From an optimization exercise on the open Yosys and OpenROAD flow, aimed at small area, a short achievable clock period and few clock cycles per item; shortcuts taken in it are not production practice. The RTL was checked by simulation tests, not by an equivalence proof against the original design. Power and IR drop assume default switching activity.

## flow/design.v (module list and top-level ports; edited modules follow where they fit)
// module prefix_gcell: 12 lines
// module prefix_pcell: 11 lines
// module prefix_invcell: 6 lines
// module prefix_xcell: 7 lines
// module prefix_pgcell: 10 lines
// module prefix_pg0cell: 11 lines
// module prefix_sumcell: 9 lines
// module prefix_slice_adder: 2320 lines
// module prefix_add_unit: 59 lines
module prefix_add_unit (
  input  logic         clk_i,
  input  logic         rst_i,
  input  logic         flush_i,
  input  logic         req_valid_i,
  output logic         req_ready_o,
  input  logic [255:0] req_a_i,
  input  logic [255:0] req_b_i,
  input  logic         req_sub_i,
  input  logic         req_cin_i,
  output logic         resp_valid_o,
  input  logic         resp_ready_i,
  output logic [255:0] resp_sum_o,
  output logic         resp_cout_o,
  output logic         resp_ovf_o,
  output logic         busy_o
);
  // ...
==> flow/flow/run.sh <==
#!/bin/bash
# Standard ORFS layout, except that the port buffers are the smallest
# buffer cell (buf_1) instead of the cell buffer_ports picks by default.
set -e
echo 'export BUFFER_PORTS_ARGS = -buffer_cell sky130_fd_sc_hd__buf_1' >> "$FLOW_CONFIG"
bash standard.sh > standard.log 2>&1
==> flow/standard.sh <==
#!/bin/bash
# synth_recipe.tcl (not shown) runs the flow's synth.tcl, then flattens the netlist and writes it again
# the make line also repeats each setting of config.mk as NAME=value (left out here)
make -C /OpenROAD-flow-scripts/flow DESIGN_CONFIG=/design/flow/config.mk WORK_HOME=/design/flow/orfs CLKGATE_MAP_FILE= SYNTH_SCRIPT=/design/flow/synth_recipe.tcl "${@:-finish}"
==> flow/config.mk <==
export PLATFORM = sky130hd
export DESIGN_NAME = prefix_add_unit
export DESIGN_NICKNAME = prefix_add_unit
export VERILOG_FILES = /design/flow/design.v
export SDC_FILE = /design/flow/constraint.sdc
export NUM_CORES = 4
export LEC_CHECK = 0
export CAP_MARGIN = 20
export CORE_MARGIN = 2
export CORE_UTILIZATION = 30
export SETUP_SLACK_MARGIN = 1.5
export SLEW_MARGIN = 20
export SYNTH_HIERARCHICAL = 1
export SYNTH_MINIMUM_KEEP_SIZE = 0
export BUFFER_PORTS_ARGS = -buffer_cell sky130_fd_sc_hd__buf_1
==> flow/constraint.sdc <==
create_clock -name core_clock -period 5.5 [get_ports {clk_i}]
set_input_delay 1.1000 -clock core_clock [delete_from_list [all_inputs] [get_ports {clk_i}]]
set_output_delay 1.1000 -clock core_clock [all_outputs]
set_load 0.01 [all_outputs]
==> reports/results.md, run 1 <==
Power
- 306.0 nW/um^2 — P per Cell Area
- 9.971 nW — total leakage power

Routing
- 19.68 um — drt wl/cell
- 19300 — via count

Hold path
- valid_q$_SDFFE_PP0P_ — beginning of the worst hold path
- flop to flop — Worst Hold Class
- 2 — number of instances on the worst hold path

Global route
- 4.313% — met3 routing resource usage after global routing
- 24.93% — global-route track usage on met1

Setup path
- 3390 ps — R2R setup slack
- valid_q$_SDFFE_PP0P_ — r2r startpoint
- 3 — buffers and inverters on the worst path
- 4200 ps — arrival time of the worst setup path
- sum_q[223]$_DFFE_PP_ — capture point of the critical path
- clkbuf_16 > buf_16 > buf_4 > xnor2_1 > nand2_1 > o21ai_1 > a21oi_2 > o21ai_4 > a21oi_2 > o21ai_1 > a21oi_2 > o21ai_1 > a21oi_4 > o21ai_2 > a21oi_2 > o21ai_1 > xnor2_1 — CP cell instances

STA
- 672.9 ps — final hold slack
- 789.5 ps — slew at the pin closest to its max-slew limit

Die
- 30.40% — initial cell density of the core
- 70150 um^2 — core box area

Cells and area
- 7113 — # fillers
- 12.71% — data-path buffer share of cell area in the final layout
- 256 — Largest register FFs
- 50.50% — share of the final layout cell area in multi-input gates
- buf_1, xor2_1, nand2_1 — commonest cells after routing, fill and taps aside
- sum_q — Top reg by flops

Place
- 4081 — number of instances in the placed design

Job
- 0 — max_cap viols

Logic synthesis
- edfxtp_1, xor2_1, xnor2_1, o21ai_1, a21oi_2 — most area-consuming cells after synthesis

Clock network
- 3 — CTS Buffer Depth
- 111 — post_cts resized
- 540 ps — clock insertion delay at the later pin of the skew report
- 0 — CTS Hold Buffers Added

Status
- no timing/DRC/antenna violations — run status

Testbench counts, summed over its fixed seeds: cycles 1,288, items 1,280.
==> inputs of run 2 (changes only) <==
--- a/flow/config.mk
+++ b/flow/config.mk
@@ -9,4 +9,5 @@
 export CORE_MARGIN = 2
 export CORE_UTILIZATION = 30
+export PLACE_DENSITY = 0.8
 export SETUP_SLACK_MARGIN = 1.5
 export SLEW_MARGIN = 20
==> run 2 against run 1 <==
  * Sequential power barely moved
  * Clock-buffer cell count fell by 1
  * Critical endpoint is now sum_q[183]$_DFFE_PP_
  * Power fell by 0.78%
  * Sequential share of layout area fell by 0.20 points
==> reports/results.md, run 2 <==
Power
- 0.008736 W — overall power consumption
- 301.3 nW/um^2 — P per Cell Area, -1.5%
- 10.16 nW — total leakage power, +1.9%
- 0.0001835 V — IR drop worst, VDD

Setup path
- 1 — buffers and inverters on the worst path, -2
- flop — kind of end point of the critical path
- 5780 ps — required time of the worst setup path
- 4 — worst-case reg-to-reg path depth
- input pin to flop — startpoint-to-endpoint class of the critical path
- 4 — CP max FO
- buf_1 > xor2_1 > xnor2_2 > nand2_1 > o21ai_1 > a21oi_2 > o21ai_2 > a21oi_2 > o21ai_2 > a21oi_2 > o21ai_2 > a21oi_4 > o21ai_2 > a21oi_2 > o21ai_1 > xnor2_1 — CP cell instances
- 4240 ps — arrival time of the worst setup path, +40 ps
- compound AO/OA/AOI/OAI gates — CP top delay family
- 16 — CP Depth
- xor2_1 — cell type of the slowest stage on the worst timing path
- input pin — nature of the critical path startpoint
- 490 ps — stage delay of the slowest cell on the critical path

Clock network
- 259 — CTS Sinks
- 2 — H-Tree Level Count
- yes — clock tree from TritonCTS
- 540 ps — clock insertion delay at the later pin of the skew report, about the same
- 0 — CTS Hold Buffers Added, unchanged
- 3 — CTS Buffer Depth, unchanged
- 50 ps — clock transition at the register clock pins on the worst setup and hold paths after CTS
- clkbuf_16 — cell at the root of the clock tree
- 35 — number of CTS-inserted buffers

Die
- 780 — number of ports placed on the die boundary
- 97 — # rows
- 73230 um^2 — overall die area
- 270.6 um — die extent in x
- 70150 um^2 — core box area, unchanged
- 270.6 um — die height
- 30.40% — initial cell density of the core, unchanged

Logic synthesis
- edfxtp_1, xor2_1, xnor2_1, o21ai_1, a21oi_2 — most area-consuming cells after synthesis
- 19.31% — fraction of the mapped netlist area in compound gates
- 10.29% — Simple-Gate Fraction of Synth Area
- 2832 — Synth Net Count
- 21320 um^2 — Syn Std Cell Area
- 259 — flip-flop and latch count after synthesis
- 36.33% — top-area cell type share of the netlist area
- 2313 — Cells after Synth
- xor2_1, xnor2_1, nand2_1 — most frequent cells after synthesis
- 0.04694% — multiplexer area fraction after synthesis
- 0% — post-synthesis share of cell area spent on full adders, half adders and majority gates
- XOR/XNOR gates — combinational family with the most area after synthesis
- 258 — Post-synth EDFFs
- xor2_1 — library cell with the highest instance count after synthesis
- 31.62% — fraction of synthesized cell area in xor and xnor cells
- edfxtp_1 — most frequently used flop master after synthesis
- 36.43% — sequential fraction of the synthesis area
- edfxtp_1 — leading area contributor after synthesis
- 18 — distinct cell type count of the synthesized netlist
- 0% — share of flip-flops with an asynchronous set or reset
- 9.219 um^2 — syn_area_per_cell
- 7 — Syn. warnings

Routing
- 0 — antenna viol nets, final
- 84680 um — Total Routed Length
- 4.787 — Vias/cell
- 1065 — number of DRC markers after the initial detailed-route iteration
- 5 — router iterations before antenna repair
- 0 — count of unresolved DRC violations after routing
- 20.29 um — drt wl/cell, +3.1%
- 19980 — via count, +3.5%

Cells and area
- 18.67% — layout cells sized above 1
- 35.97% — growth of design area from synthesis to finish
- 29000 um^2 — final instance area
- buf_1, xor2_1, nand2_1 — commonest cells after routing, fill and taps aside
- sum_q — Top reg by flops
- 4174 — number of cells in the finished layout apart from fillers
- buf_1 — most common library cell in the layout ignoring fill and taps
- 256 — Largest register FFs, unchanged
- 41.33% — final design utilization
- 3724 — Final Net Count

STA
- 72.09% — fraction of the cycle the final worst path needs
- 0 — total of endpoints with negative setup slack in the final report
- 0 — final hold violation count
- 865.4 ps — slew at the pin closest to its max-slew limit, +75.94 ps
- 0.2522 GHz — FMAX
- 19.02 ps — final clock skew
- 3965 ps — Final min period
- 0 — number of slew-limit violations in the final report
- true — RSZ-0062 raised after global routing
- 42.30% — remaining max-slew budget at the tightest pin
- 679.0 ps — final hold slack, +6.143 ps

Global route
- 19970 — vias in the first global route
- 9 — initial antenna violation count
- 21.35% — GRT Resource Usage Total
- 121 — largest net degree at the start of global routing
- 0 — total congestion overflow
- 117800 um — global-route wire length before repair

Hold path
- flop to flop — Worst Hold Class
- 2 — number of instances on the worst hold path, unchanged

Place
- 25950 um^2 — Post-Place Cell Area
- 779 — Buffers on Ports
- 0.9618 — weighted congestion at the end of routability-driven global placement
- 4078 — number of instances in the placed design, -0.074%
- 67780 um — hpwl dp

Status
- no timing/DRC/antenna violations — run status

Job
- 0 — max_cap viols, unchanged

run 2: cell count changes in the layout (fill, tap and decap cells not counted), moves of 3 or more:
cell | previous run | this run
xnor2_2 | 77 | 104
o21ai_2 | 40 | 32
o21ai_1 | 232 | 241
buf_6 | 3 | 11
xnor2_1 | 303 | 275
clkbuf_16 | 38 | 41
nor2_4 | 25 | 12
bufinv_16 | 4 | 1
nor2_2 | 26 | 40
clkinv_2 | 7 | 4
run 2: path summary, 6_finish.rpt:
kind	from	end	slack [ps]
hold / removal	valid_q$_SDFFE_PP0P_	valid_q$_SDFFE_PP0P_	680
hold reg to reg	valid_q$_SDFFE_PP0P_	valid_q$_SDFFE_PP0P_	680
setup / recovery	req_a_i[165]	sum_q[183]$_DFFE_PP_	1540
setup reg to reg	valid_q$_SDFFE_PP0P_	sum_q[84]$_DFFE_PP_	3370
run 2: stage by stage:
step | TNS, ps | setup slack, ps
6_report | 0 | 1535
3_5_place_dp | 0 | 53.03
4_1_cts | 0 | 1494
5_1_grt | 0 | 1456
3_3_place_gp | 0 | 111.1
2_1_floorplan | -663430 | -2571
run 2: Yosys stat by module, one instance, submodules excluded, a selection:
module / flip-flops and latches / area (um^2) / times used
prefix_xcell: 0 / 8.758 / 256
prefix_add_unit: 259 / 7831 / 1
prefix_pg0cell: 0 / 26.28 / 1
prefix_pgcell: 0 / 12.51 / 255
prefix_invcell: 0 / 3.754 / 127
run 2: per-layer routing:
metal | vias up | track usage (%) | wire (um)
met2 | 808 | 37.90 | 42320
li1 | 9550 | - | -
met3 | 167 | 3.994 | 5212
met4 | 0 | 11.14 | 4180
met5 | - | 0 | 0
met1 | 9456 | 24.29 | 32970
run 2: report_power, final:
| part | switching [W] | internal [W] | leakage (nW) |
|---|---|---|---|
| registers | 0.0000835 | 0.00263 | 2.42 |
| logic | 0.00238 | 0.00150 | 7.22 |
| clock network | 0.000889 | 0.00126 | 0.510 |
| total | 0.00335 | 0.00539 | 10.2 |
run 2: repair_timing:
item | in CTS | in global routing
pin swaps | 11 | 11
endpoints found under the setup margin | 166 | 77
cloned | 2 | 4
gates resized for setup | 114 | 180
buffers inserted | 14 | 10
run 2: logic make-up after synthesis:
group                  count (synthesis)
XOR/XNOR                             769
AND/OR/NAND/NOR                      579
AO/OA/AOI/OAI                        575
flip-flops                           259
buffers and inverters                130
multiplexers                           1
run 2: cell type report:
| type | count | area (um^2) |
|---|---|---|
| clock inverter | 13 | 93.84 |
| multi-input combinational | 1924 | 14680 |
| clock buffer | 44 | 952.2 |
| antenna | 9 | 22.52 |
| inverter | 129 | 484.2 |
| tap | 940 | 1176 |
| sequential | 259 | 7767 |
| fill | 6838 | 41150 |
| timing repair buffer | 856 | 3820 |
run 2: worst reg2reg max path: cells and delay by family (launching register included):
family / cells / cell delay, ps
AND/OR/NAND/NOR: 2 / 650
buffers and inverters: 2 / 640
flip-flops: 1 / 320
==> inputs of run 3 (changes only) <==
--- a/flow/config.mk
+++ b/flow/config.mk
@@ -9,6 +9,5 @@
 export CORE_MARGIN = 2
 export CORE_UTILIZATION = 30
-export PLACE_DENSITY = 0.8
-export SETUP_SLACK_MARGIN = 1.5
+export SETUP_SLACK_MARGIN = 2.0
 export SLEW_MARGIN = 20
 export SYNTH_HIERARCHICAL = 1
==> run 3 against run 2 <==
  * Non-clock buffer count grew 80
  * Worst hold slack lost 15 ps
  * Power grew 8.5%
  * Clock-buffer cell count shrank 2
  * Critical path type unchanged
==> reports/results.md, run 3 <==
STA
- true — RSZ-0062 raised after global routing
- 3654 ps — Final min period, -310.5 ps
- 0 — final hold violation count, unchanged
- 39.69% — remaining max-slew budget at the tightest pin, -2.6 points
- 664.2 ps — final hold slack, -14.82 ps
- 0 — number of slew-limit violations in the final report, unchanged
- 0 — total of endpoints with negative setup slack in the final report, unchanged
- 66.44% — fraction of the cycle the final worst path needs, -5.6 points
- 1846 ps — post-route worst setup slack, +310.5 ps
- 0.2736 GHz — FMAX, +8.5%
- 904.6 ps — slew at the pin closest to its max-slew limit, +39.16 ps
- 10.89 ps — final clock skew, -8.131 ps
- 0 ps — final setup TNS, unchanged

Die
- 30.40% — initial cell density of the core, unchanged
- 780 — number of ports placed on the die boundary, unchanged
- 270.6 um — die extent in x, unchanged
- 97 — # rows, unchanged
- 70150 um^2 — core box area, unchanged
- 270.6 um — die height, unchanged
- 73230 um^2 — overall die area, unchanged

Routing
- 5 — router iterations before antenna repair, unchanged
- 1273 — number of DRC markers after the initial detailed-route iteration, +20%
- 0 — antenna viol nets, final, unchanged
- 0 — count of unresolved DRC violations after routing, unchanged
- 44920 um — Met2 Wirelength, +6.1%
- met4 — uppermost routed layer
- 5281 um — routed wl met3, +1.3%
- 20330 — via count, +1.7%
- 4.784 — Vias/cell, about the same
- 33600 um — met1 wire length, +1.9%
- 20.53 um — drt wl/cell, +1.2%
- 87230 um — Total Routed Length, +3.0%

Power
- 287.7 nW/um^2 — P per Cell Area, -4.5%
- 0.005793 W — internal cell power, +7.5%
- 22.7% — part of the total power dissipated in the clock network, -1.9 points
- 0.003684 W — switching component of the power, +10%
- 28.5% — fraction of power consumed by sequential logic, -2.5 points
- 0.0001787 V — IR drop worst, VDD, -2.6%
- 11.75 nW — total leakage power, +16%
- 38.87% — share of total power consumed by net switching, +0.56 points
- 48.8% — Logic pwr share, +4.5 points

Clock network
- 2 — H-Tree Level Count, unchanged
- 259 — CTS Sinks, unchanged
- 3 — CTS Buffer Depth, unchanged
- 530 ps — clock insertion delay at the later pin of the skew report, about the same
- yes — clock tree from TritonCTS
- 60 ps — clock transition at the register clock pins on the worst setup and hold paths after CTS, about the same
- 0 — CTS Hold Buffers Added, unchanged
- clkbuf_16 — cell at the root of the clock tree
- 36 — number of CTS-inserted buffers, +2.9%

Logic synthesis
- xor2_1, xnor2_1, nand2_1 — most frequent cells after synthesis
- 31.62% — fraction of synthesized cell area in xor and xnor cells, unchanged
- 0% — share of flip-flops with an asynchronous set or reset, unchanged
- 18 — distinct cell type count of the synthesized netlist, unchanged
- edfxtp_1, xor2_1, xnor2_1, o21ai_1, a21oi_2 — most area-consuming cells after synthesis
- edfxtp_1 — most frequently used flop master after synthesis
- 258 — Post-synth EDFFs, unchanged
- xor2_1 — library cell with the highest instance count after synthesis
- 21320 um^2 — Syn Std Cell Area, unchanged
- 2832 — Synth Net Count, unchanged
- edfxtp_1 — leading area contributor after synthesis
- 36.33% — top-area cell type share of the netlist area, unchanged
- 9.219 um^2 — syn_area_per_cell, unchanged
- 259 — flip-flop and latch count after synthesis, unchanged
- 0.04694% — multiplexer area fraction after synthesis, unchanged
- 10.29% — Simple-Gate Fraction of Synth Area, unchanged
- 19.31% — fraction of the mapped netlist area in compound gates, unchanged
- 36.43% — sequential fraction of the synthesis area, unchanged
- 2313 — Cells after Synth, unchanged
- 0% — post-synthesis share of cell area spent on full adders, half adders and majority gates, unchanged
- 7 — Syn. warnings, unchanged
- XOR/XNOR gates — combinational family with the most area after synthesis

Setup path
- 5 — buffers and inverters on the worst path, +4
- compound AO/OA/AOI/OAI gates — CP top delay family
- 5770 ps — required time of the worst setup path, about the same
- sum_q[207]$_DFFE_PP_ — worst reg2reg endpoint
- 3920 ps — arrival time of the worst setup path, -320 ps
- input pin to flop — startpoint-to-endpoint class of the critical path
- sum_q[155]$_DFFE_PP_ — capture point of the critical path
- clkbuf_16 > buf_16 > buf_12 > xnor2_2 > nor2_2 > a21oi_2 > o21ai_4 > a21oi_4 > o21ai_2 > buf_4 > a21oi_4 > o21ai_2 > o21bai_4 > buf_4 > a21oi_2 > o21ai_1 > xnor2_1 — CP cell instances
- input pin — nature of the critical path startpoint
- flop — kind of end point of the critical path
- xnor2_2 — cell type of the slowest stage on the worst timing path
- req_sub_i — start point of the critical path
- valid_q$_SDFFE_PP0P_ — r2r startpoint
- 7 — CP max FO, +3
- 17 — CP Depth, +1
- 290 ps — stage delay of the slowest cell on the critical path, -200 ps
- 3 — worst-case reg-to-reg path depth, -1
- 3340 ps — R2R setup slack, -30 ps

Cells and area
- 256 — Largest register FFs, unchanged
- buf_1 — most common library cell in the layout ignoring fill and taps
- 4250 — number of cells in the finished layout apart from fillers, +1.8%
- 31.27% — layout cells sized above 1, +13 points
- 0 — number of antenna repair diodes, -9
- 3805 — Final Net Count, +2.2%
- sum_q — Top reg by flops
- buf_1, xor2_1, nand2_1 — commonest cells after routing, fill and taps aside
- 54.46% — growth of design area from synthesis to finish

Global route
- 127 — largest net degree at the start of global routing, +5.0%
- 21.68% — GRT Resource Usage Total, +0.33 points
- 19870 — vias in the first global route, -0.50%
- 119900 um — global-route wire length before repair, +1.8%
- 0 — total congestion overflow, unchanged
- 0 — initial antenna violation count, -9

Hold path
- flop to flop — Worst Hold Class

Place
- 4070 — number of instances in the placed design, -0.20%
- 66720 um — hpwl dp, -1.6%
- 779 — Buffers on Ports, unchanged
- 0.9146 — weighted congestion at the end of routability-driven global placement, -4.9%
- 351.1 ps — worst setup slack before clock tree synthesis, +298.1 ps

Job
- 0 — max_cap viols, unchanged

Status
- no timing/DRC/antenna violations — run status

[run 3: modules after synthesis (local to each module, per instance), a selection]
module | flip-flops and latches | area, um^2 | copies in the design | cells
prefix_add_unit | 259 | 7831 | 1 | 267
prefix_pg0cell | 0 | 26.28 | 1 | 2
prefix_pgcell | 0 | 12.51 | 255 | 2
prefix_xcell | 0 | 8.758 | 256 | 1
prefix_invcell | 0 | 3.754 | 127 | 1
[run 3: area by class of cell]
type	count	area (um^2)
Fill cell	6609	37210
Sequential cell	259	7767
Multi-Input combinational cell	1924	17690
Timing Repair Buffer	936	4777
Tap cell	940	1176
Clock inverter	20	101.3
Clock buffer	42	944.7
Inverter	129	484.2
[run 3: worst reg2reg max path, delay by kind of cell (launching register included)]
family        cells  cell delay, ps
simple gates      2             660
buf+inv           1             520
flops             1             320
[run 3: worst min-delay path by stage]
stage	start	end	cells after the start
global route	valid_q$_SDFFE_PP0P_	valid_q$_SDFFE_PP0P_	2
CTS	valid_q$_SDFFE_PP0P_	valid_q$_SDFFE_PP0P_	2
finish	valid_q$_SDFFE_PP0P_	valid_q$_SDFFE_PP0P_	2
floorplan	valid_q$_SDFFE_PP0P_	valid_q$_SDFFE_PP0P_	2
detailed placement	valid_q$_SDFFE_PP0P_	valid_q$_SDFFE_PP0P_	2
global placement	valid_q$_SDFFE_PP0P_	valid_q$_SDFFE_PP0P_	2
[run 3: cells by family (layout without fill, tap and decap cells)]
kind of cell / after synthesis / after routing
xor gates and xnor gates: 769 / 769
and+or+nand+nor: 579 / 579
AOI/OAI and AO/OA: 575 / 575
DFF: 259 / 259
buffers and inverters: 130 / 1127
muxes: 1 / 1
[run 3: through the flow]
step / utilization (%) / cell area [um^2] / total power [W]
CTS: 42.44 / 29770 / 0.008943
detailed placement: 37.56 / 26350 / 0.006303
global route: 46.95 / 32940 / 0.009970
floorplan: - / 21900 / 0.005190
global placement: 37.56 / 26350 / 0.006280
finish: 46.95 / 32940 / 0.009477
[run 3: what timing repair did]
item,CTS,global route
endpoints found under the setup margin,237,149
setup buffers,48,58
cloned,5,7
pin swaps,36,118
gates resized for setup,316,451
[run 3: power groups by stage]
stage          clock network, W  registers [W]  logic (W)
2_1_floorplan                 0        0.00287    0.00232
3_5_place_dp                  0        0.00274    0.00356
3_3_place_gp                  0        0.00274    0.00354
4_1_cts                 0.00222        0.00271    0.00402
6_report                0.00215        0.00270    0.00462
5_1_grt                 0.00228        0.00272    0.00497
[run 3: layer usage]
layer  track usage [%]  vias to the layer above
met1             25.54                     9735
met5                 0                        -
li1                  -                     9679
met3             4.216                      158
met4             7.778                        0
met2             38.95                      758
==> inputs of run 4 (changes only) <==
--- a/flow/config.mk
+++ b/flow/config.mk
@@ -9,5 +9,5 @@
 export CORE_MARGIN = 2
 export CORE_UTILIZATION = 30
-export SETUP_SLACK_MARGIN = 2.0
+export SETUP_SLACK_MARGIN = 1.7
 export SLEW_MARGIN = 20
 export SYNTH_HIERARCHICAL = 1
==> run 4 against run 3 <==
  * Still clean on timing, DRC and antenna
  * Clock-buffer cell count rose by 2
  * Critical path depth shrank 1
  * Power fell by 6.0%
  * First-iteration DRC count down 10%
  * Routed wire length shrank 3.6%
  * Via count down 2.5%
  * Sequential power hardly changed
  * Combinational power down 12%
  * Cell count down 1.4%
  * Worst hold slack gained 15 ps
  * Global-route usage down 0.84 points
  * Critical endpoint is now sum_q[238]$_DFFE_PP_
  * Largest power group unchanged
==> reports/results.md, run 4 <==
Clock network
- 3 — CTS Buffer Depth, unchanged
- 0 — CTS Hold Buffers Added, unchanged
- yes — clock tree from TritonCTS
- 2 — H-Tree Level Count, unchanged
- 50 ps — clock transition at the register clock pins on the worst setup and hold paths after CTS, about the same
- 36 — number of CTS-inserted buffers, unchanged
- 540 ps — clock insertion delay at the later pin of the skew report, about the same
- clkbuf_16 — cell at the root of the clock tree
- 259 — CTS Sinks, unchanged

Routing
- met4 — uppermost routed layer
- 4.730 — Vias/cell, -1.1%
- 5 — router iterations before antenna repair, unchanged
- 84070 um — Total Routed Length, -3.6%
- 0 — antenna viol nets, final, unchanged
- 19810 — via count, -2.5%
- 0 — count of unresolved DRC violations after routing, unchanged
- 5498 um — routed wl met3, +4.1%
- 20.07 um — drt wl/cell, -2.2%
- 32840 um — met1 wire length, -2.3%
- 42460 um — Met2 Wirelength, -5.5%
- 1145 — number of DRC markers after the initial detailed-route iteration, -10%

Die
- 30.40% — initial cell density of the core, unchanged
- 70150 um^2 — core box area, unchanged
- 780 — number of ports placed on the die boundary, unchanged
- 270.6 um — die height, unchanged
- 97 — # rows, unchanged
- 73230 um^2 — overall die area, unchanged
- 270.6 um — die extent in x, unchanged

Logic synthesis
- 19.31% — fraction of the mapped netlist area in compound gates, unchanged
- 7 — Syn. warnings, unchanged
- 258 — Post-synth EDFFs, unchanged
- xor2_1, xnor2_1, nand2_1 — most frequent cells after synthesis
- XOR/XNOR gates — combinational family with the most area after synthesis
- 18 — distinct cell type count of the synthesized netlist, unchanged
- 259 — flip-flop and latch count after synthesis, unchanged
- 2832 — Synth Net Count, unchanged
- edfxtp_1, xor2_1, xnor2_1, o21ai_1, a21oi_2 — most area-consuming cells after synthesis
- 10.29% — Simple-Gate Fraction of Synth Area, unchanged
- 0% — share of flip-flops with an asynchronous set or reset, unchanged
- 0.04694% — multiplexer area fraction after synthesis, unchanged
- edfxtp_1 — leading area contributor after synthesis
- edfxtp_1 — most frequently used flop master after synthesis
- 31.62% — fraction of synthesized cell area in xor and xnor cells, unchanged
- 21320 um^2 — Syn Std Cell Area, unchanged
- 9.219 um^2 — syn_area_per_cell, unchanged
- 0% — post-synthesis share of cell area spent on full adders, half adders and majority gates, unchanged
- 2313 — Cells after Synth, unchanged
- 36.43% — sequential fraction of the synthesis area, unchanged
- 36.33% — top-area cell type share of the netlist area, unchanged
- xor2_1 — library cell with the highest instance count after synthesis

Place
- 66300 um — hpwl dp, -0.62%
- 0.9216 — weighted congestion at the end of routability-driven global placement, +0.77%
- 26050 um^2 — Post-Place Cell Area, -1.2%
- 779 — Buffers on Ports, unchanged

Power
- 24.3% — part of the total power dissipated in the clock network, +1.6 points
- 0.005499 W — internal cell power, -5.1%
- 45.4% — Logic pwr share, -3.4 points
- 30.3% — fraction of power consumed by sequential logic, +1.8 points
- 0.003410 W — switching component of the power, -7.4%
- 0.0001578 V — IR drop worst, VDD, -12%
- 10.72 nW — total leakage power, -8.8%
- 294.5 nW/um^2 — P per Cell Area, +2.3%
- 38.28% — share of total power consumed by net switching, -0.59 points

Setup path
- sum_q[238]$_DFFE_PP_ — capture point of the critical path
- 11 — CP max FO, +4
- 4040 ps — arrival time of the worst setup path, +120 ps
- req_sub_i — start point of the critical path
- input pin to flop — startpoint-to-endpoint class of the critical path
- input pin — nature of the critical path startpoint
- flop — kind of end point of the critical path
- sum_q[209]$_DFFE_PP_ — worst reg2reg endpoint
- 5780 ps — required time of the worst setup path, about the same
- valid_q$_SDFFE_PP0P_ — r2r startpoint
- 3270 ps — R2R setup slack, -70 ps
- 4 — worst-case reg-to-reg path depth, +1

Cells and area
- buf_1 — most common library cell in the layout ignoring fill and taps
- 256 — Largest register FFs, unchanged
- 30250 um^2 — final instance area, -8.1%
- 6924 — # fillers, +4.8%
- 43.13% — final design utilization, -3.8 points
- buf_1, xor2_1, nand2_1 — commonest cells after routing, fill and taps aside
- 3742 — Final Net Count, -1.7%
- 22.76% — layout cells sized above 1, -8.5 points
- 41.88% — growth of design area from synthesis to finish
- sum_q — Top reg by flops

Global route
- 0 — total congestion overflow, unchanged
- 19120 — vias in the first global route, -3.8%
- 5 — initial antenna violation count, +5
- 20.83% — GRT Resource Usage Total, -0.84 points
- 115200 um — global-route wire length before repair, -4.0%
- 81 — largest net degree at the start of global routing, -36%

STA
- 0 — final hold violation count, unchanged
- 37.34% — remaining max-slew budget at the tightest pin, -2.4 points
- 679.1 ps — final hold slack, +14.85 ps
- 0 — number of slew-limit violations in the final report, unchanged
- 3769 ps — Final min period, +114.2 ps
- 0 — total of endpoints with negative setup slack in the final report, unchanged
- 0.2654 GHz — FMAX, -3.0%
- 13.31 ps — final clock skew, +2.429 ps
- true — RSZ-0062 raised after global routing
- 68.52% — fraction of the cycle the final worst path needs, +2.1 points
- 938.9 ps — slew at the pin closest to its max-slew limit, +34.26 ps

Hold path
- flop to flop — Worst Hold Class

Job
- 0 — max_cap viols, unchanged

Status
- no timing/DRC/antenna violations — run status

[run 4: cells by family (layout without fill, tap and decap cells)]
| family | after synthesis | count (layout) |
|---|---|---|
| XOR/XNOR | 769 | 769 |
| AND/OR/NAND/NOR | 579 | 579 |
| AO/OA/AOI/OAI | 575 | 575 |
| flip-flops | 259 | 259 |
| buffers and inverters | 130 | 1060 |
| multiplexers | 1 | 1 |
| other | 0 | 6 |
[run 4: area by class of cell]
cell class,count,area [um^2],area share (%)
tap,940,1176,3.888
clock inverter,14,86.33,0.2854
multi-input combinational,1924,15650,51.72
inverter,129,484.2,1.600
timing repair buffer,873,4125,13.64
sequential,259,7767,25.67
clock buffer,44,952.2,3.147
antenna,6,15.01,0.04963
[run 4: repair_timing]
action	in CTS	in global routing
endpoints found under the hold margin	0	0
pin swaps	12	41
setup endpoints to repair	184	119
cloned	3	12
setup buffers	17	20
resized for setup	184	264
[run 4: how the worst min path moves through the flow]
stage                               startpoint              endpoint  slack (ps)  cells past startpoint
final                     valid_q$_SDFFE_PP0P_  valid_q$_SDFFE_PP0P_         680                      2
after global routing      valid_q$_SDFFE_PP0P_  valid_q$_SDFFE_PP0P_         700                      2
after floorplan           valid_q$_SDFFE_PP0P_  valid_q$_SDFFE_PP0P_         670                      2
after CTS                 valid_q$_SDFFE_PP0P_  valid_q$_SDFFE_PP0P_         680                      2
after global placement    valid_q$_SDFFE_PP0P_  valid_q$_SDFFE_PP0P_         660                      2
after detailed placement  valid_q$_SDFFE_PP0P_  valid_q$_SDFFE_PP0P_         670                      2
[run 4: worst max-delay path, stage by stage]
cell and delay, ps:
clkbuf_16 190, clkbuf_16 230, xnor2_4 300, nand2_1 190
o21ai_2 290, a21oi_2 120, o21ai_4 250, a21oi_2 100
o21ai_1 240, a21oi_2 110, o21ai_2 190, a21oi_4 80
o21ai_4 220, a21oi_2 110, buf_4 150, xor2_1 150
[run 4: power by group through the flow]
| stage | Sequential [W] | Combinational, W | Clock [W] |
|---|---|---|---|
| floorplan | 0.00287 | 0.00223 | 0 |
| global placement | 0.00274 | 0.00345 | 0 |
| detailed placement | 0.00274 | 0.00348 | 0 |
| CTS | 0.00270 | 0.00372 | 0.00222 |
| global route | 0.00272 | 0.00438 | 0.00229 |
| finish | 0.00270 | 0.00405 | 0.00216 |
[run 4: metal layers]
layer / vias to the layer above / GRT usage (%)
met1: 9291 / 24.28
met5: - / 0
met3: 152 / 4.526
met4: 0 / 8.156
li1: 9606 / -
met2: 763 / 37.06
[run 4: metrics by stage]
step / worst slack (ps) / total power (W) / setup TNS [ps] / cells
global route: 1594 / 0.009382 / 0 / 4188
global placement: 378.2 / 0.006184 / 0 / 4073
CTS: 1617 / 0.008644 / 0 / 4151
floorplan: -2571 / 0.005099 / -663430 / 2313
finish: 1731 / 0.008909 / 0 / 4189
detailed placement: 365.7 / 0.006215 / 0 / 4073
[run 4: per-module statistics from Yosys (local to each module, per instance), excerpt]
module           copies in the design  cells  area [um^2]
prefix_add_unit                     1    267         7831
prefix_pg0cell                      1      2        26.28
prefix_pgcell                     255      2        12.51
prefix_xcell                      256      1        8.758
prefix_invcell                    127      1        3.754
==> inputs of run 5 (changes only) <==
--- a/flow/flow/run.sh
+++ b/flow/flow/run.sh
@@ -4,3 +4,4 @@
 set -e
 echo 'export BUFFER_PORTS_ARGS = -buffer_cell sky130_fd_sc_hd__buf_1' >> "$FLOW_CONFIG"
+echo "export RECOVER_POWER = 50" >> "$FLOW_CONFIG"
 bash standard.sh > standard.log 2>&1
--- a/flow/config.mk
+++ b/flow/config.mk
@@ -9,7 +9,8 @@
 export CORE_MARGIN = 2
 export CORE_UTILIZATION = 30
-export SETUP_SLACK_MARGIN = 1.7
+export SETUP_SLACK_MARGIN = 1.6
 export SLEW_MARGIN = 20
 export SYNTH_HIERARCHICAL = 1
 export SYNTH_MINIMUM_KEEP_SIZE = 0
 export BUFFER_PORTS_ARGS = -buffer_cell sky130_fd_sc_hd__buf_1
+export RECOVER_POWER = 50
==> run 5 against run 4 <==
  * Now fails the layout checks on capacitance limit, slew limit
  * Clock skew about the same
  * Synthesized cell count unchanged
  * Power down 0.22%
  * Sequential power about the same
  * Critical path depth down 12
  * Cell count about the same
  * Via count down 1.5%
  * Non-clock buffer count up 1
  * Die area unchanged
  * Cell area down 3.8%
  * First-iteration DRC count down 14%
  * Worst setup slack worse by 670 ps
==> reports/results.md, run 5 <==
Global route
- 114100 um — global-route wire length before repair, -0.90%
- 19000 — vias in the first global route, -0.63%
- 4.979% — met3 routing resource usage after global routing, +0.45 points
- 0 — total congestion overflow, unchanged
- 36.69% — met2 track demand over resource in global routing, -0.36 points
- 24.35% — global-route track usage on met1, +0.067 points
- met2 — GRT busiest layer
- 20.61% — GRT Resource Usage Total, -0.23 points
- 140 — largest net degree at the start of global routing, +73%
- 8 — initial antenna violation count, +3

Cells and area
- 29110 um^2 — final instance area, -3.8%
- buf_1, xor2_1, nand2_1 — commonest cells after routing, fill and taps aside
- 3742 — Final Net Count, unchanged
- 256 — Largest register FFs, unchanged
- sum_q — Top reg by flops
- 36.52% — growth of design area from synthesis to finish
- buf_1 — most common library cell in the layout ignoring fill and taps
- 19.04% — layout cells sized above 1, -3.7 points
- 41.50% — final design utilization, -1.6 points

Clock network
- 0 — CTS Hold Buffers Added, unchanged
- yes — clock tree from TritonCTS
- 60 ps — clock transition at the register clock pins on the worst setup and hold paths after CTS, about the same
- clkbuf_16 — cell at the root of the clock tree
- 2 — H-Tree Level Count, unchanged
- 35 — number of CTS-inserted buffers, -2.8%
- 3 — CTS Buffer Depth, unchanged
- 259 — CTS Sinks, unchanged
- 540 ps — clock insertion delay at the later pin of the skew report, about the same

Die
- 70150 um^2 — core box area, unchanged
- 97 — # rows, unchanged
- 270.6 um — die height, unchanged
- 30.40% — initial cell density of the core, unchanged
- 780 — number of ports placed on the die boundary, unchanged
- 270.6 um — die extent in x, unchanged
- 73230 um^2 — overall die area, unchanged

STA
- 1064 ps — post-route worst setup slack, -667.8 ps
- 80.66% — fraction of the cycle the final worst path needs, +12 points
- 4436 ps — Final min period, +667.7 ps
- 3895 ps — slew at the pin closest to its max-slew limit, +2956 ps
- 0.2254 GHz — FMAX, -15%
- 12.87 ps — final clock skew, -0.4409 ps
- true — RSZ-0062 raised after global routing
- 260 — number of slew-limit violations in the final report, +260
- 0 — total of endpoints with negative setup slack in the final report, unchanged
- 0 — final hold violation count, unchanged
- -159.7% — remaining max-slew budget at the tightest pin, -200 points
- 702.4 ps — final hold slack, +23.38 ps
- 0 ps — final setup TNS, unchanged

Status
- capacitance limit, slew limit — layout checks that failed
- finished with violations — run status

Logic synthesis
- 259 — flip-flop and latch count after synthesis, unchanged
- 9.219 um^2 — syn_area_per_cell, unchanged
- 2313 — Cells after Synth, unchanged
- 21320 um^2 — Syn Std Cell Area, unchanged
- 18 — distinct cell type count of the synthesized netlist, unchanged
- 36.33% — top-area cell type share of the netlist area, unchanged
- xor2_1, xnor2_1, nand2_1 — most frequent cells after synthesis
- 258 — Post-synth EDFFs, unchanged
- edfxtp_1, xor2_1, xnor2_1, o21ai_1, a21oi_2 — most area-consuming cells after synthesis
- xor2_1 — library cell with the highest instance count after synthesis
- 7 — Syn. warnings, unchanged
- 36.43% — sequential fraction of the synthesis area, unchanged
- edfxtp_1 — most frequently used flop master after synthesis
- 2832 — Synth Net Count, unchanged
- 0% — share of flip-flops with an asynchronous set or reset, unchanged
- edfxtp_1 — leading area contributor after synthesis

Routing
- 19.29 um — drt wl/cell, -3.9%
- 4.660 — Vias/cell, -1.5%
- 0 — count of unresolved DRC violations after routing, unchanged
- 985 — number of DRC markers after the initial detailed-route iteration, -14%
- 0 — antenna viol nets, final, unchanged
- 7 — router iterations before antenna repair, +2
- 19510 — via count, -1.5%
- 80790 um — Total Routed Length, -3.9%

Setup path
- input pin — nature of the critical path startpoint
- flop — kind of end point of the critical path
- input pin to flop — startpoint-to-endpoint class of the critical path
- 4500 ps — arrival time of the worst setup path, +460 ps
- 139 — CP max FO, +128
- 5560 ps — required time of the worst setup path, -220 ps

Place
- 779 — Buffers on Ports, unchanged
- 65920 um — hpwl dp, -0.58%
- 132.0 ps — worst setup slack before clock tree synthesis, -233.7 ps
- 26020 um^2 — Post-Place Cell Area, about the same
- 0.9250 — weighted congestion at the end of routability-driven global placement, +0.37%

Power
- 10.18 nW — total leakage power, -5.1%
- 0.0001935 V — IR drop worst, VDD, +23%
- 305.3 nW/um^2 — P per Cell Area, +3.7%

Job
- 2 — max_cap viols, +2

Hold path
- flop to flop — Worst Hold Class

## run 5: changes by cell type in the layout (fill, tap and decap cells not counted), moves of 15 or more
cell,delta
o21ai_1,+16
xnor2_2,-60
xnor2_4,-15
nor2_1,+17
xnor2_1,+75
buf_4,+19
## run 5: cell type report
class | count | area, um^2
antenna | 3 | 7.507
tap | 940 | 1176
sequential | 259 | 7767
clock buffer | 43 | 948.4
timing repair buffer | 874 | 3955
clock inverter | 16 | 201.4
fill | 7064 | 41040
multi-input combinational | 1924 | 14570
inverter | 129 | 484.2
## run 5: path summary, 6_finish.rpt
kind	startpoint	end	slack, ps	cells after the start
max reg2reg	valid_q$_SDFFE_PP0P_	sum_q[201]$_DFFE_PP_	1260	3
min	valid_q$_SDFFE_PP0P_	valid_q$_SDFFE_PP0P_	700	2
max	resp_ready_i	sum_q[201]$_DFFE_PP_	1060	4
min reg2reg	valid_q$_SDFFE_PP0P_	valid_q$_SDFFE_PP0P_	700	2
## run 5: per-module statistics from Yosys, one instance, submodules excluded, excerpt
module	copies in the design	cells	flip-flops and latches
prefix_pg0cell	1	2	0
prefix_xcell	256	1	0
prefix_invcell	127	1	0
prefix_add_unit	1	267	259
prefix_pgcell	255	2	0
## run 5: per-stage QoR
stage          std cells  total power (W)
5_1_grt             4187         0.009379
6_report            4188         0.008889
2_1_floorplan       2313         0.005084
3_5_place_dp        4075         0.006200
4_1_cts             4155         0.008800
3_3_place_gp        4075         0.006180
## run 5: metal layers
| layer | vias up | wire [um] | part of all wire [%] |
|---|---|---|---|
| li1 | 9607 | - | - |
| met1 | 9125 | 32730 | 41 |
| met2 | 650 | 40280 | 50 |
| met3 | 122 | 5461 | 6.8 |
| met4 | 10 | 2266 | 2.8 |
| met5 | - | 55 | 0.068 |
## run 5: critical path: stages
cell and delay, ps:
buf_1 70, nor2b_1 70, nor3b_1 320, clkbuf_2 2630
## run 5: cell families after synthesis
kind of cell | after synthesis | synth area share, %
compound gates | 575 | 19.31
xor+xnor | 769 | 31.62
buf+inv | 130 | 2.306
flops | 259 | 36.43
mux | 1 | 0.04694
simple gates | 579 | 10.29
## run 5: report_power, final
group,switching (W),internal (W)
clock,0.000914,0.00145
sequential,0.0000809,0.00264
combinational,0.00230,0.00150
## run 5: what timing repair did
action | in CTS | in global routing
setup endpoints to repair | 157 | 101
setup buffers | 19 | 25
gates cloned | 2 | 5
pin swaps | 11 | 28
resized for setup | 153 | 133
==> inputs of run 6 (changes only) <==
--- a/flow/flow/run.sh
+++ b/flow/flow/run.sh
@@ -4,4 +4,3 @@
 set -e
 echo 'export BUFFER_PORTS_ARGS = -buffer_cell sky130_fd_sc_hd__buf_1' >> "$FLOW_CONFIG"
-echo "export RECOVER_POWER = 50" >> "$FLOW_CONFIG"
 bash standard.sh > standard.log 2>&1
--- a/flow/config.mk
+++ b/flow/config.mk
@@ -7,6 +7,7 @@
 export LEC_CHECK = 0
 export CAP_MARGIN = 20
+export CORE_ASPECT_RATIO = 0.28
 export CORE_MARGIN = 2
-export CORE_UTILIZATION = 30
+export CORE_UTILIZATION = 50
 export SETUP_SLACK_MARGIN = 1.6
 export SLEW_MARGIN = 20
@@ -14,3 +15,2 @@
 export SYNTH_MINIMUM_KEEP_SIZE = 0
 export BUFFER_PORTS_ARGS = -buffer_cell sky130_fd_sc_hd__buf_1
-export RECOVER_POWER = 50
==> run 6 against run 5 <==
  * Global-route usage grew 9.5 points
  * Combinational power grew 1%
  * Clock power down 24%
  * Now clean on timing, DRC and antenna
  * Synthesized cell count is the same
  * Die area shrank 39%
  * Clock skew about the same
==> reports/results.md, run 6 <==
Status
- no timing/DRC/antenna violations — run status

Power
- 291.4 nW/um^2 — P per Cell Area, -4.6%
- 10.17 nW — total leakage power, about the same
- 0.008342 W — overall power consumption, -6.1%
- 0.0002227 V — IR drop worst, VDD, +15%

Logic synthesis
- 7 — Syn. warnings, unchanged
- edfxtp_1 — leading area contributor after synthesis
- edfxtp_1 — most frequently used flop master after synthesis
- 21320 um^2 — Syn Std Cell Area, unchanged
- edfxtp_1, xor2_1, xnor2_1, o21ai_1, a21oi_2 — most area-consuming cells after synthesis
- 2832 — Synth Net Count, unchanged
- xor2_1 — library cell with the highest instance count after synthesis
- 258 — Post-synth EDFFs, unchanged
- xor2_1, xnor2_1, nand2_1 — most frequent cells after synthesis
- 2313 — Cells after Synth, unchanged
- 18 — distinct cell type count of the synthesized netlist, unchanged
- 9.219 um^2 — syn_area_per_cell, unchanged
- 36.43% — sequential fraction of the synthesis area, unchanged
- 36.33% — top-area cell type share of the netlist area, unchanged
- 0% — share of flip-flops with an asynchronous set or reset, unchanged
- 259 — flip-flop and latch count after synthesis, unchanged

Routing
- 71480 um — Total Routed Length, -12%
- 5 — router iterations before antenna repair, -2
- 1571 — number of DRC markers after the initial detailed-route iteration, +59%
- 0 — count of unresolved DRC violations after routing, unchanged
- 18.86 um — drt wl/cell, -2.2%
- 5.192 — Vias/cell, +11%
- 19680 — via count, +0.85%
- 0 — antenna viol nets, final, unchanged

Global route
- 18320 — vias in the first global route, -3.6%
- 0 — total congestion overflow, unchanged
- 103600 um — global-route wire length before repair, -9.2%
- 5 — initial antenna violation count, -3
- 30.11% — GRT Resource Usage Total, +9.5 points
- 127 — largest net degree at the start of global routing, -9.3%

Cells and area
- sum_q — Top reg by flops
- 7767 um^2 — sequential standard cell area, unchanged
- 14990 um^2 — area occupied by multi-input gates, +2.9%
- 3722 — Final Net Count, -0.53%
- 20.28% — layout cells sized above 1, +1.2 points
- buf_1 — most common library cell in the layout ignoring fill and taps
- 34.24% — growth of design area from synthesis to finish
- 256 — Largest register FFs, unchanged
- 3450 — # fillers, -51%
- buf_1, xor2_1, nand2_1 — commonest cells after routing, fill and taps aside

Setup path
- 3 — worst-case reg-to-reg path depth, unchanged
- 4260 ps — arrival time of the worst setup path, -240 ps
- flop — kind of end point of the critical path
- 3500 ps — R2R setup slack, +2240 ps
- input pin — nature of the critical path startpoint
- 5810 ps — required time of the worst setup path, +250 ps
- 21 — CP max FO, -85%
- input pin to flop — startpoint-to-endpoint class of the critical path

Place
- 266.9 ps — worst setup slack before clock tree synthesis, +134.9 ps
- 1.014 — weighted congestion at the end of routability-driven global placement, +9.6%
- 779 — Buffers on Ports, unchanged
- 57750 um — hpwl dp, -12%

STA
- 0 — number of slew-limit violations in the final report, -100%
- 71.77% — fraction of the cycle the final worst path needs, -8.9 points
- 1553 ps — post-route worst setup slack, +488.9 ps
- 0.2533 GHz — FMAX, +12%
- 0 — total of endpoints with negative setup slack in the final report, unchanged
- 916.7 ps — slew at the pin closest to its max-slew limit, -2978 ps
- 670.2 ps — final hold slack, -32.28 ps
- 38.89% — remaining max-slew budget at the tightest pin, +200 points
- 12.71 ps — final clock skew, -0.1613 ps
- true — RSZ-0062 raised after global routing
- 3947 ps — Final min period, -488.9 ps
- 0 — final hold violation count, unchanged

Die
- 113.3 um — die height, -58%
- 780 — number of ports placed on the die boundary, unchanged
- 394.3 um — die extent in x, +46%
- 39 — # rows, -60%
- 41330 um^2 — core box area, -41%
- 51.59% — initial cell density of the core, +21 points
- 44660 um^2 — overall die area, -39%

Hold path
- flop to flop — Worst Hold Class
- 2 — number of instances on the worst hold path, unchanged

Clock network
- 3 — CTS Buffer Depth, unchanged
- 1 — H-Tree Level Count, -1
- 560 ps — clock insertion delay at the later pin of the skew report, +20 ps
- 0 — CTS Hold Buffers Added, unchanged
- yes — clock tree from TritonCTS
- 259 — CTS Sinks, unchanged
- 70 ps — clock transition at the register clock pins on the worst setup and hold paths after CTS, about the same
- 24 — number of CTS-inserted buffers, -31%
- clkbuf_16 — cell at the root of the clock tree

Job
- 0 — max_cap viols, -2

[run 6: changes by cell type in the layout (fill, tap and decap cells not counted), sizes merged]
cell / previous run / this run
clkinvlp: 0 / 2
clkinv: 11 / 7
buf: 865 / 859
diode: 3 / 1
bufinv: 5 / 3
clkbuf: 51 / 31
[run 6: cell type report]
| class | count | area share [%] |
|---|---|---|
| clock buffer | 26 | 2.199 |
| inverter | 129 | 1.692 |
| clock inverter | 12 | 0.4895 |
| antenna | 1 | 0.008742 |
| timing repair buffer | 865 | 13.61 |
| sequential | 259 | 27.13 |
| multi-input combinational | 1924 | 52.36 |
| tap | 574 | 2.509 |
[run 6: per-layer routing]
layer	vias to the layer above	GRT usage [%]	wire [um]
met5	-	0	55
met2	646	46.80	32150
li1	9546	-	-
met3	90	7.820	6205
met4	8	5.441	1280
met1	9389	42.66	31780
[run 6: repair_timing]
item | CTS | global route
gates cloned | 1 | 5
buffers inserted | 15 | 23
resized for setup | 102 | 250
endpoints found under the setup margin | 168 | 107
pin swaps | 8 | 20
[run 6: final timing paths]
check	startpoint	endpoint
worst max-delay path	req_sub_i	ovf_q$_DFFE_PP_
worst min-delay path	valid_q$_SDFFE_PP0P_	valid_q$_SDFFE_PP0P_
worst max register to register	valid_q$_SDFFE_PP0P_	sum_q[229]$_DFFE_PP_
worst min register to register	valid_q$_SDFFE_PP0P_	valid_q$_SDFFE_PP0P_
[run 6: report_power, final]
| part | internal, W | switching (W) | leakage, nW | total (W) |
|---|---|---|---|---|
| sequential | 0.00262 | 0.0000673 | 2.42 | 0.00269 |
| clock | 0.000963 | 0.000829 | 0.373 | 0.00179 |
| combinational | 0.00155 | 0.00232 | 7.37 | 0.00386 |
[run 6: worst max-delay path, cell delays in order]
cell	delay (ps)
clkbuf_16	190
buf_12	190
buf_16	200
xnor2_1	350
nor2_1	140
a21oi_2	210
o21ai_4	90
buf_12	150
a21oi_4	250
o21ai_4	130
a21oi_4	280
o21ai_4	160
buf_4	160
a21oi_2	270
inv_1	120
xor2_1	170
[run 6: Yosys stat by module (local to each module, per instance), a selection]
module           area [um^2]  flops+latches
prefix_add_unit         7831            259
prefix_invcell         3.754              0
prefix_pgcell          12.51              0
prefix_xcell           8.758              0
prefix_pg0cell         26.28              0
[run 6: kinds of logic (layout without fill, tap and decap cells)]
kind of cell	count (synthesis)	count (layout)	share of synthesized area, %
compound gates	575	575	19.31
xor+xnor	769	769	31.62
buf+inv	130	1032	2.306
flops	259	259	36.43
mux	1	1	0.04694
other cells	0	1	0
simple gates	579	579	10.29
[run 6: metrics by stage]
stage | TNS (ps) | util [%] | cells | area, um^2
final | 0 | 69.26 | 3790 | 28630
after global routing | 0 | 69.26 | 3789 | 28620
after CTS | 0 | 65.23 | 3761 | 26960
after detailed placement | 0 | 61.72 | 3707 | 25510
after global placement | 0 | 61.72 | 3707 | 25510
after floorplan | -663430 | - | 2313 | 21480
==> inputs of run 7 (changes only) <==
--- a/flow/config.mk
+++ b/flow/config.mk
@@ -7,7 +7,8 @@
 export LEC_CHECK = 0
 export CAP_MARGIN = 20
-export CORE_ASPECT_RATIO = 0.28
+export CORE_ASPECT_RATIO = 0.33
 export CORE_MARGIN = 2
-export CORE_UTILIZATION = 50
+export CORE_UTILIZATION = 45
+export CTS_BUF_LIST = sky130_fd_sc_hd__clkbuf_4 sky130_fd_sc_hd__clkbuf_8
 export SETUP_SLACK_MARGIN = 1.6
 export SLEW_MARGIN = 20
==> run 7 against run 6 <==
  * Still clean on timing, DRC and antenna
  * Power fell by 3.7%
  * Utilization fell by 8.9 points
  * Cell count grew 1.8%
  * Routed wire length shrank 0.31%
  * Critical path type unchanged
==> reports/results.md, run 7 <==
Logic synthesis
- 31.62% — fraction of synthesized cell area in xor and xnor cells, unchanged
- xor2_1 — library cell with the highest instance count after synthesis
- 259 — flip-flop and latch count after synthesis, unchanged
- 21320 um^2 — Syn Std Cell Area, unchanged
- 258 — Post-synth EDFFs, unchanged
- 36.43% — sequential fraction of the synthesis area, unchanged
- 7 — Syn. warnings, unchanged
- edfxtp_1 — leading area contributor after synthesis
- edfxtp_1 — most frequently used flop master after synthesis
- 2313 — Cells after Synth, unchanged
- xor2_1, xnor2_1, nand2_1 — most frequent cells after synthesis
- 0% — share of flip-flops with an asynchronous set or reset, unchanged
- 18 — distinct cell type count of the synthesized netlist, unchanged
- 0.04694% — multiplexer area fraction after synthesis, unchanged
- edfxtp_1, xor2_1, xnor2_1, o21ai_1, a21oi_2 — most area-consuming cells after synthesis
- XOR/XNOR gates — combinational family with the most area after synthesis
- 9.219 um^2 — syn_area_per_cell, unchanged
- 2832 — Synth Net Count, unchanged
- 36.33% — top-area cell type share of the netlist area, unchanged
- 19.31% — fraction of the mapped netlist area in compound gates, unchanged
- 10.29% — Simple-Gate Fraction of Synth Area, unchanged
- 0% — post-synthesis share of cell area spent on full adders, half adders and majority gates, unchanged

Setup path
- req_sub_i — start point of the critical path
- input pin to flop — startpoint-to-endpoint class of the critical path
- 21 — CP max FO, unchanged
- clkbuf_16 > bufbuf_16 > xnor2_2 > nand2_1 > o21ai_1 > a21oi_2 > o21ai_1 > a21oi_2 > o21ai_1 > a21oi_2 > a21boi_4 > o21bai_4 > a21boi_2 > o21bai_2 > a21boi_2 > xor2_1 — CP cell instances
- 340 ps — stage delay of the slowest cell on the critical path, about the same
- flop — kind of end point of the critical path
- 4210 ps — arrival time of the worst setup path, -50 ps
- input pin — nature of the critical path startpoint
- valid_q$_SDFFE_PP0P_ — r2r startpoint
- 3450 ps — R2R setup slack, -50 ps
- 5820 ps — required time of the worst setup path, about the same
- bufbuf_16 — cell type of the slowest stage on the worst timing path

STA
- 659.7 ps — final hold slack, -10.42 ps
- 0 — number of slew-limit violations in the final report, unchanged
- 1060 ps — slew at the pin closest to its max-slew limit, +143.7 ps
- 0 — final hold violation count, unchanged
- 70.69% — fraction of the cycle the final worst path needs, -1.1 points
- 3888 ps — Final min period, -59.34 ps
- 29.88 ps — final clock skew, +17.17 ps
- 0.2572 GHz — FMAX, +1.5%
- 29.31% — remaining max-slew budget at the tightest pin, -9.6 points
- true — RSZ-0062 raised after global routing
- 0 — total of endpoints with negative setup slack in the final report, unchanged

Power
- 0.004887 W — internal cell power, -4.7%
- 0.0001502 V — IR drop worst, VDD, -33%
- 287.5 nW/um^2 — P per Cell Area, -1.4%
- 45.6% — Logic pwr share, -0.7 points
- 0.003147 W — switching component of the power, -2.0%
- 39.17% — share of total power consumed by net switching, +0.67 points
- 33.5% — fraction of power consumed by sequential logic, +1.3 points
- 9.886 nW — total leakage power, -2.8%
- 21.0% — part of the total power dissipated in the clock network, -0.5 points

Global route
- 147 — largest net degree at the start of global routing, +16%
- 18220 — vias in the first global route, -0.54%
- 27.21% — GRT Resource Usage Total, -2.9 points
- 1 — initial antenna violation count, -4
- 102800 um — global-route wire length before repair, -0.82%
- 0 — total congestion overflow, unchanged

Die
- 46340 um^2 — core box area, +12%
- 382.9 um — die extent in x, -2.9%
- 780 — number of ports placed on the die boundary, unchanged
- 129.1 um — die height, +14%
- 49420 um^2 — overall die area, +11%
- 45 — # rows, +15%
- 46.02% — initial cell density of the core, -5.6 points

Cells and area
- 60.31% — final design utilization, -8.9 points
- 14550 um^2 — area occupied by multi-input gates, -2.9%
- 31.06% — growth of design area from synthesis to finish
- 3711 — Final Net Count, -0.30%
- 17.79% — layout cells sized above 1, -2.5 points
- 4252 — # fillers, +23%
- 256 — Largest register FFs, unchanged
- sum_q — Top reg by flops
- 7767 um^2 — sequential standard cell area, unchanged
- 3858 — number of cells in the finished layout apart from fillers, +1.8%
- buf_1, xor2_1, nand2_1 — commonest cells after routing, fill and taps aside
- buf_1 — most common library cell in the layout ignoring fill and taps

Clock network
- 590 ps — clock insertion delay at the later pin of the skew report, +30 ps
- 259 — CTS Sinks, unchanged
- 3 — CTS Buffer Depth, unchanged
- 80 ps — clock transition at the register clock pins on the worst setup and hold paths after CTS, about the same
- 2 — H-Tree Level Count, +1
- yes — clock tree from TritonCTS
- 0 — CTS Hold Buffers Added, unchanged
- 40 — number of CTS-inserted buffers, +67%
- clkbuf_8 — cell at the root of the clock tree

Routing
- 5 — router iterations before antenna repair, unchanged
- 18.47 um — drt wl/cell, -2.1%
- 0 — count of unresolved DRC violations after routing, unchanged
- 5.045 — Vias/cell, -2.8%
- 0 — antenna viol nets, final, unchanged
- 1384 — number of DRC markers after the initial detailed-route iteration, -12%
- 71250 um — Total Routed Length, -0.31%
- 19460 — via count, -1.1%

Hold path
- flop to flop — Worst Hold Class
- valid_q$_SDFFE_PP0P_ — beginning of the worst hold path

Place
- 0.9346 — weighted congestion at the end of routability-driven global placement, -7.8%
- 779 — Buffers on Ports, unchanged
- 57750 um — hpwl dp, about the same
- 3763 — number of instances in the placed design, +1.5%

Job
- 0 — max_cap viols, unchanged

Status
- no timing/DRC/antenna violations — run status

run 7: cell counts after synthesis:
Identical to the previous run, type by type.
run 7: stage by stage:
stage	setup TNS [ps]	setup WS (ps)	power, W	area, um^2
floorplan	-663430	-2571	0.005084	21480
global placement	0	362.4	0.006026	25540
detailed placement	0	273.7	0.006070	25540
CTS	0	1604	0.007865	26760
global route	0	1507	0.008530	27940
finish	0	1612	0.008034	27950
run 7: worst paths after layout:
kind / end / cells past startpoint
min reg2reg: valid_q$_SDFFE_PP0P_ / 2
max: sum_q[255]$_DFFE_PP_ / 16
min: valid_q$_SDFFE_PP0P_ / 2
max reg2reg: sum_q[196]$_DFFE_PP_ / 3
run 7: worst max-delay path: cells and delay by family:
kind / cells / cell delay, ps
simple gates: 1 / 120
compound gates: 11 / 1970
buf+inv: 2 / 540
xor+xnor: 2 / 420
run 7: power groups by stage:
stage / clock network, W / registers [W] / logic [W]
2_1_floorplan: 0 / 0.00287 / 0.00222
3_3_place_gp: 0 / 0.00273 / 0.00330
3_5_place_dp: 0 / 0.00273 / 0.00334
4_1_cts: 0.00173 / 0.00269 / 0.00345
5_1_grt: 0.00184 / 0.00271 / 0.00398
6_report: 0.00169 / 0.00269 / 0.00366
run 7: cell type report:
type                       instances  area share [%]
timing repair buffer             838           12.83
inverter                         129           1.733
multi-input combinational       1924           52.07
clock inverter                    14          0.2149
sequential                       259           27.79
antenna                            3         0.02686
clock buffer                      57           2.494
tap                              634           2.838
run 7: repair_timing:
action / in CTS / in global routing
pin swaps: 6 / 11
endpoints found under the setup margin: 142 / 65
endpoints found under the hold margin: 0 / 0
gates cloned: 2 / 2
setup buffers: 9 / 8
resized for setup: 67 / 175
run 7: modules after synthesis, one instance, submodules excluded, excerpt:
module / copies in the design / cell area [um^2] / flops+latches / cells inside
prefix_add_unit: 1 / 7831 / 259 / 267
prefix_pg0cell: 1 / 26.28 / 0 / 2
prefix_pgcell: 255 / 12.51 / 0 / 2
prefix_xcell: 256 / 8.758 / 0 / 1
prefix_invcell: 127 / 3.754 / 0 / 1
run 7: metal layers:
metal	global-route usage, %	vias to the layer above	routed length [um]
met2	44.15	556	33320
met5	0	-	0
met4	6.068	0	1301
li1	-	9529	-
met3	4.682	90	4160
met1	38.28	9289	32480
run 7: cell families (layout without fill, tap and decap cells):
kind of cell | Yosys count | after routing
XOR/XNOR | 769 | 769
multiplexers | 1 | 1
AO/OA/AOI/OAI | 575 | 575
buffers and inverters | 130 | 1038
flip-flops | 259 | 259
other | 0 | 3
AND/OR/NAND/NOR | 579 | 579
==> inputs of run 8 (changes only) <==
--- a/flow/config.mk
+++ b/flow/config.mk
@@ -10,5 +10,4 @@
 export CORE_MARGIN = 2
 export CORE_UTILIZATION = 45
-export CTS_BUF_LIST = sky130_fd_sc_hd__clkbuf_4 sky130_fd_sc_hd__clkbuf_8
 export SETUP_SLACK_MARGIN = 1.6
 export SLEW_MARGIN = 20
==> run 8 against run 7 <==
  * Still clean
  * Clock power rose by 7%
  * Combinational power barely moved
  * Sequential power barely moved
  * Worst hold slack barely moved
  * Cell area rose by 0.30%
  * Critical path depth fell by 2
  * Flip-flop and latch count did not move
  * Global-route usage fell by 0.27 points
  * Synthesized cell count did not move
  * First-iteration DRC count fell by 5.1%
  * Routed wire length fell by 0.44%
==> reports/results.md, run 8 <==
Logic synthesis
- xor2_1, xnor2_1, nand2_1 — most frequent cells after synthesis
- 0% — share of flip-flops with an asynchronous set or reset, unchanged
- edfxtp_1 — leading area contributor after synthesis
- 258 — Post-synth EDFFs, unchanged
- 259 — flip-flop and latch count after synthesis, unchanged
- 2313 — Cells after Synth, unchanged
- 21320 um^2 — Syn Std Cell Area, unchanged
- 18 — distinct cell type count of the synthesized netlist, unchanged
- 2832 — Synth Net Count, unchanged
- 9.219 um^2 — syn_area_per_cell, unchanged
- edfxtp_1, xor2_1, xnor2_1, o21ai_1, a21oi_2 — most area-consuming cells after synthesis
- xor2_1 — library cell with the highest instance count after synthesis
- 7 — Syn. warnings, unchanged
- edfxtp_1 — most frequently used flop master after synthesis
- 36.43% — sequential fraction of the synthesis area, unchanged
- 36.33% — top-area cell type share of the netlist area, unchanged

Clock network
- 0 — CTS Hold Buffers Added, unchanged
- 560 ps — clock insertion delay at the later pin of the skew report, -30 ps
- 259 — CTS Sinks, unchanged
- 70 ps — clock transition at the register clock pins on the worst setup and hold paths after CTS, about the same
- yes — clock tree from TritonCTS
- 1 — H-Tree Level Count, -1
- 3 — CTS Buffer Depth, unchanged
- 25 — number of CTS-inserted buffers, -38%
- clkbuf_16 — cell at the root of the clock tree

Setup path
- flop — kind of end point of the critical path
- 21 — CP max FO, unchanged
- 3 — worst-case reg-to-reg path depth, unchanged
- 5810 ps — required time of the worst setup path, about the same
- 420 ps — stage delay of the slowest cell on the critical path, +80 ps
- 4190 ps — arrival time of the worst setup path, -20 ps
- input pin — nature of the critical path startpoint
- clkbuf_16 > bufbuf_16 > xnor2_1 > nor2_1 > nand2_1 > o21ai_4 > a21oi_4 > o21ai_4 > a21oi_4 > o21ai_4 > a21boi_2 > o21bai_1 > a21boi_2 > xor2_1 — CP cell instances
- input pin to flop — startpoint-to-endpoint class of the critical path
- o21ai_4 — cell occurring most often along the worst timing path
- sum_q[200]$_DFFE_PP_ — worst reg2reg endpoint
- valid_q$_SDFFE_PP0P_ — r2r startpoint
- bufbuf_16 — cell type of the slowest stage on the worst timing path
- 3450 ps — R2R setup slack, about the same

Power
- 9.913 nW — total leakage power, +0.28%
- 0.003118 W — switching component of the power, -0.91%
- 0.0002099 V — IR drop worst, VDD, +40%
- 0.005042 W — internal cell power, +3.2%
- 291.1 nW/um^2 — P per Cell Area, +1.3%
- 38.21% — share of total power consumed by net switching, -0.96 points
- 45.0% — Logic pwr share, -0.6 points
- 32.9% — fraction of power consumed by sequential logic, -0.6 points
- 22.0% — part of the total power dissipated in the clock network, +1.0 points

Die
- 49420 um^2 — overall die area, unchanged
- 780 — number of ports placed on the die boundary, unchanged
- 46.02% — initial cell density of the core, unchanged
- 382.9 um — die extent in x, unchanged
- 45 — # rows, unchanged
- 129.1 um — die height, unchanged
- 46340 um^2 — core box area, unchanged

Hold path
- valid_q$_SDFFE_PP0P_ — worst hold endpoint
- valid_q$_SDFFE_PP0P_ — beginning of the worst hold path
- flop to flop — Worst Hold Class
- 2 — number of instances on the worst hold path, unchanged

STA
- 0 — total of endpoints with negative setup slack in the final report, unchanged
- 1080 ps — slew at the pin closest to its max-slew limit, +19.42 ps
- 1624 ps — post-route worst setup slack, +12.20 ps
- 70.47% — fraction of the cycle the final worst path needs, -0.22 points
- 11.41 ps — final clock skew, -18.47 ps
- 0 — number of slew-limit violations in the final report, unchanged
- 0 — final hold violation count, unchanged
- 3876 ps — Final min period, -12.20 ps
- true — RSZ-0062 raised after global routing
- 659.8 ps — final hold slack, +0.02400 ps
- 0.2580 GHz — FMAX, +0.31%
- 28.02% — remaining max-slew budget at the tightest pin, -1.3 points

Routing
- 18.51 um — drt wl/cell, +0.21%
- 70940 um — Total Routed Length, -0.44%
- 19420 — via count, -0.25%
- 5.065 — Vias/cell, +0.40%
- 1313 — number of DRC markers after the initial detailed-route iteration, -5.1%
- 0 — antenna viol nets, final, unchanged
- 6 — router iterations before antenna repair, +1
- 0 — count of unresolved DRC violations after routing, unchanged

Cells and area
- 3833 — number of cells in the finished layout apart from fillers, -0.65%
- 31.45% — growth of design area from synthesis to finish
- buf_1, xor2_1, nand2_1 — commonest cells after routing, fill and taps aside
- sum_q — Top reg by flops
- 256 — Largest register FFs, unchanged
- buf_1 — most common library cell in the layout ignoring fill and taps
- 60.49% — final design utilization, +0.18 points
- 17.58% — layout cells sized above 1, -0.21 points
- 3699 — Final Net Count, -0.32%

Global route
- 0 — total congestion overflow, unchanged
- 147 — largest net degree at the start of global routing, unchanged
- 26.94% — GRT Resource Usage Total, -0.27 points
- 102300 um — global-route wire length before repair, -0.48%
- 18150 — vias in the first global route, -0.40%
- 1 — initial antenna violation count, unchanged

Job
- 0 — max_cap viols, unchanged

Place
- 0.9346 — weighted congestion at the end of routability-driven global placement, unchanged
- 273.7 ps — worst setup slack before clock tree synthesis, unchanged
- 779 — Buffers on Ports, unchanged
- 57750 um — hpwl dp, unchanged
- 3763 — number of instances in the placed design, unchanged

Status
- no timing/DRC/antenna violations — run status

-- run 8: Yosys stat by module, one instance, submodules excluded, a selection --
module | flip-flops and latches | copies in the design | cell area [um^2] | cells
prefix_add_unit | 259 | 1 | 7831 | 267
prefix_invcell | 0 | 127 | 3.754 | 1
prefix_pg0cell | 0 | 1 | 26.28 | 2
prefix_pgcell | 0 | 255 | 12.51 | 2
prefix_xcell | 0 | 256 | 8.758 | 1
-- run 8: metal layers --
layer,up-vias,track usage (%),wire (um)
li1,9505,-,-
met2,583,44.01,33150
met1,9232,37.67,31770
met3,95,4.525,4442
met5,-,0,0
met4,0,6.207,1580
-- run 8: power groups by stage --
stage	Clock (W)	Combinational, W	Sequential [W]
2_1_floorplan	0	0.00222	0.00287
3_3_place_gp	0	0.00330	0.00273
3_5_place_dp	0	0.00334	0.00273
4_1_cts	0.00183	0.00344	0.00269
5_1_grt	0.00192	0.00400	0.00271
6_report	0.00180	0.00367	0.00269
-- run 8: cell type report --
cell class | instances | area, um^2
Timing Repair Buffer | 841 | 3617
Clock inverter | 8 | 91.34
Tap cell | 634 | 793.3
Clock buffer | 36 | 686.9
Antenna cell | 2 | 5.005
Sequential cell | 259 | 7767
Multi-Input combinational cell | 1924 | 14590
Inverter | 129 | 484.2
Fill cell | 4206 | 18310
-- run 8: how the worst max path moves through the flow --
| stage | from | endpoint | slack, ps | cells past startpoint |
|---|---|---|---|---|
| 3_3_place_gp | req_sub_i | sum_q[151]$_DFFE_PP_ | 360 | 18 |
| 6_report | req_sub_i | sum_q[135]$_DFFE_PP_ | 1620 | 14 |
| 4_1_cts | req_sub_i | sum_q[247]$_DFFE_PP_ | 1500 | 17 |
| 5_1_grt | req_sub_i | sum_q[159]$_DFFE_PP_ | 1500 | 16 |
| 2_1_floorplan | req_valid_i | cout_q$_DFFE_PP_ | -2570 | 1 |
| 3_5_place_dp | req_sub_i | sum_q[207]$_DFFE_PP_ | 270 | 17 |
-- run 8: logic make-up (layout without fill, tap and decap cells) --
logic type	count (synthesis)	after routing	synth area share [%]
multiplexers	1	1	0.04694
other	0	2	0
flip-flops	259	259	36.43
XOR/XNOR	769	769	31.62
AO/OA/AOI/OAI	575	575	19.31
AND/OR/NAND/NOR	579	579	10.29
buffers and inverters	130	1014	2.306
-- run 8: critical path, delay by kind of cell --
kind | cells | cell delay (ps)
xor+xnor | 2 | 340
simple gates | 2 | 320
buf+inv | 2 | 630
compound gates | 8 | 1730
-- run 8: through the flow --
step / setup TNS (ps) / total power [W] / area [um^2]
after floorplan: -663430 / 0.005084 / 21480
after global placement: 0 / 0.006026 / 25540
after detailed placement: 0 / 0.006070 / 25540
after CTS: 0 / 0.007955 / 26720
after global routing: 0 / 0.008629 / 28030
final: 0 / 0.008160 / 28030
-- run 8: repair_timing --
action                                 4_1_cts  5_1_grt
setup buffers                                6       14
setup endpoints to repair                  151      104
gates cloned                                 2        2
endpoints found under the hold margin        0        0
resized for setup                           59      192
pin swaps                                    5       17

Re-timed with assumed drivers on the ports (clkbuf_16 on the clock, buf_2 on other inputs), run 8 has 1.630 ns of setup slack against 1.624 ns with ideal ports, and 1.013 ns once port delays also move by the mid clock arrival of 0.617 ns.
